Source: an optimization exercise on an open RTL-to-GDS flow (aim: small area). Production flows keep margins and buffers that such runs may drop.
The RTL was checked by simulation tests, not by an equivalence proof against the original design.
The clock port is modelled as an ideal driver; clocking choices that lean on that would not hold on a real chip.
Power figures rest on the tool's default switching activity, not on a simulated workload.

## page_swap_slot_manager
module page_swap_slot_manager (
  input  logic                clk,
  input  logic                rst,
  input  logic                req_valid,
  output logic                req_ready,
  input  logic [1:0]          req_opcode,
  input  logic [PAGE_W-1:0]   req_page_number,
  input  logic [FRAME_W-1:0]  req_frame_number,
  input  logic                req_load_valid,
  output logic                rsp_valid,
  input  logic                rsp_ready,
  output logic [OUT_W-1:0]    rsp_victim_page,
  output logic [OUT_W-1:0]    rsp_swap_slot,
  output logic [1:0]          rsp_status
);
  logic [NUM_PAGES-1:0]  v_ring;
  logic [LOC_W-1:0]      loc_ring [NUM_PAGES];
  logic [SWAP_SLOTS-1:0] s_ring;
  logic              v_head, s_head;
  logic [LOC_W-1:0]  loc_head;
  logic              v_new, s_new;
  logic [LOC_W-1:0]  loc_new;
  logic [PAGE_W-1:0] hcnt;       
  logic              clr;        
  logic [PAGE_W-1:0] ptr;        
  logic              busy;       
  logic              fscan;      
  logic              sscan;      
  logic              sk;         
  logic              upd;        
  logic [SLOT_W-1:0] slot_r;     
  ...
Size: ~680 cells after synthesis, roughly 540 flip-flops, roughly 34 I/O pins.
Settings: LEC_CHECK=0, CAP_MARGIN=20, CORE_MARGIN=2, CORE_UTILIZATION=55, PLACE_DENSITY=0.65, SLEW_MARGIN=20; clock period 10.0 ns.
standard.sh (not shown) runs the stock make flow with config.mk's settings and CLKGATE_MAP_FILE= SYNTH_SCRIPT=/design/flow/synth_recipe.tcl, a recipe that flattens the netlist after the stock synthesis.
==> flow/flow/run.sh <==
#!/bin/bash
# standard layout with these changes: CTS without dummy loads and with clkbuf_8 clusters of
# up to 22 registers, port buffers as buf_1, and after CTS a downsizing of gates with slack
# to spare (flow/post_cts.tcl)
set -euo pipefail
export CTS_ARGS="-sink_clustering_enable -repair_clock_nets -dont_use_dummy_load -sink_clustering_size 22 -sink_clustering_max_diameter 60 -distance_between_buffers 400 -branching_point_buffers_distance 400 -buf_list {sky130_fd_sc_hd__clkbuf_8}"
export BUFFER_PORTS_ARGS="-buffer_cell sky130_fd_sc_hd__buf_1"
export POST_CTS_TCL="$PWD/flow/post_cts.tcl"
bash standard.sh > standard.log 2>&1
==> flow/flow/post_cts.tcl <==
# after CTS: downsize gates that have timing slack to spare, then repair slew and
# capacitance again and legalise the placement
estimate_parasitics -placement
repair_timing -recover_power 100 -verbose
repair_design -cap_margin 20 -slew_margin 20 -verbose
detailed_placement
check_placement -verbose
Change:
- CORE_UTILIZATION: 55 -> 50
- PLACE_DENSITY: 0.65 -> 0.6
Effect: Via count rises by 1.7%; wire length rises by 5.9%; clock power rises by about 0.7%; cell count rises by 4.4%; global-route usage falls by 0.65 points; worst hold slack is worse by 0.039 ns; count of clock-buffer cells in the layout does not change; critical path depth does not change; worst setup slack is better by 0.15 ns; synthesized area does not change; synthesized cell count is unchanged.

---

## sierra
page_swap_slot_manager, a different RTL version from the one above (not shown whole).
Size in the first run: roughly 540 flip-flops, roughly 12,000 um2 of cells after synthesis.
==> flow/config.mk <==
export PLATFORM = sky130hd
export DESIGN_NAME = page_swap_slot_manager
export DESIGN_NICKNAME = page_swap_slot_manager
export VERILOG_FILES = /design/flow/design.v
export SDC_FILE = /design/flow/constraint.sdc
export NUM_CORES = 4
export LEC_CHECK = 0
export CAP_MARGIN = 20
export CORE_MARGIN = 2
export CORE_UTILIZATION = 70
export PLACE_DENSITY = 0.8
export SLEW_MARGIN = 20
==> flow/constraint.sdc <==
create_clock -name core_clock -period 10.0 [get_ports {clk}]
set_input_delay 2.0000 -clock core_clock [delete_from_list [all_inputs] [get_ports {clk}]]
set_output_delay 2.0000 -clock core_clock [all_outputs]
set_load 0.01 [all_outputs]
==> flow/flow/run.sh <==
#!/bin/bash
# standard layout with these changes: CTS without dummy loads and with clkbuf_8 clusters of
# up to 22 registers, port buffers as buf_1, and after CTS a downsizing of gates with slack
# to spare (flow/post_cts.tcl)
set -euo pipefail
export CTS_ARGS="-sink_clustering_enable -repair_clock_nets -dont_use_dummy_load -sink_clustering_size 44 -sink_clustering_max_diameter 40 -buf_list {sky130_fd_sc_hd__clkbuf_16}"
export BUFFER_PORTS_ARGS="-buffer_cell sky130_fd_sc_hd__buf_1"
export POST_CTS_TCL="$PWD/flow/post_cts.tcl"
bash standard.sh > standard.log 2>&1
Scripts as last shown in full above: flow/flow/post_cts.tcl
## Diff of input files: garnet against sierra
- swapping 70 for 60 in CORE_UTILIZATION
- swapping 0.8 for 0.7 in PLACE_DENSITY
diff --git a/flow/flow/run.sh b/flow/flow/run.sh
--- a/flow/flow/run.sh
+++ b/flow/flow/run.sh
@@ -6 +6 @@
-export CTS_ARGS="-sink_clustering_enable -repair_clock_nets -dont_use_dummy_load -sink_clustering_size 44 -sink_clustering_max_diameter 40 -buf_list {sky130_fd_sc_hd__clkbuf_16}"
+export CTS_ARGS="-sink_clustering_enable -repair_clock_nets -dont_use_dummy_load -sink_clustering_size 22 -sink_clustering_max_diameter 50 -buf_list {sky130_fd_sc_hd__clkbuf_8}"
Notes after the runs:
Having completed the whole flow, garnet delivered a layout that passed the timing, DRC and antenna checks. Looking at sierra and garnet, the clock edge transition at the registers on the reported setup and hold paths is a wash. Higher core region area was reported by garnet, not sierra. Clock buffer instance count of the final layout, sierra and garnet, higher one = sierra. Starting density of the core ends up lower on garnet.

-- port drivers added, routing unchanged --
The flow's constraints put no driver on any port. The routed layouts listed below were extracted and timed again, unchanged, in two steps. Step 1 sets driving cells, clkbuf_16 on the clock port and buf_2 on the other inputs (assumed; they add their load-dependent delay and slew). Step 2, shift: input delay + t, output delay - t, t = (earliest + latest rising clock arrival at the registers) / 2. This alone moves slack from input paths to output paths. Three values: ideal ports, drivers, drivers and shift; two values: the first two.
run | t, ns | setup slack, ns | worst setup path after step 2 | slew at the worst register clock pin (ns)
the first run of note 1 | 0.597 | 4.311 / 4.277 / 4.277 | input to output | 0.12 / 0.12
the second run of note 1 | 0.599 | 4.464 / 4.439 / 4.439 | input to output | 0.12 / 0.12
sierra | 0.552 | 4.437 / 4.408 / 4.408 | input to output | 0.11 / 0.11
garnet | 0.603 | 4.620 / 4.589 / 4.589 | input to output | 0.12 / 0.12
After both steps every run listed still meets setup and hold. The setup slack of the first run of note 1, which loses most, moves by -0.034 ns with the drivers and by -0.034 ns with both steps.
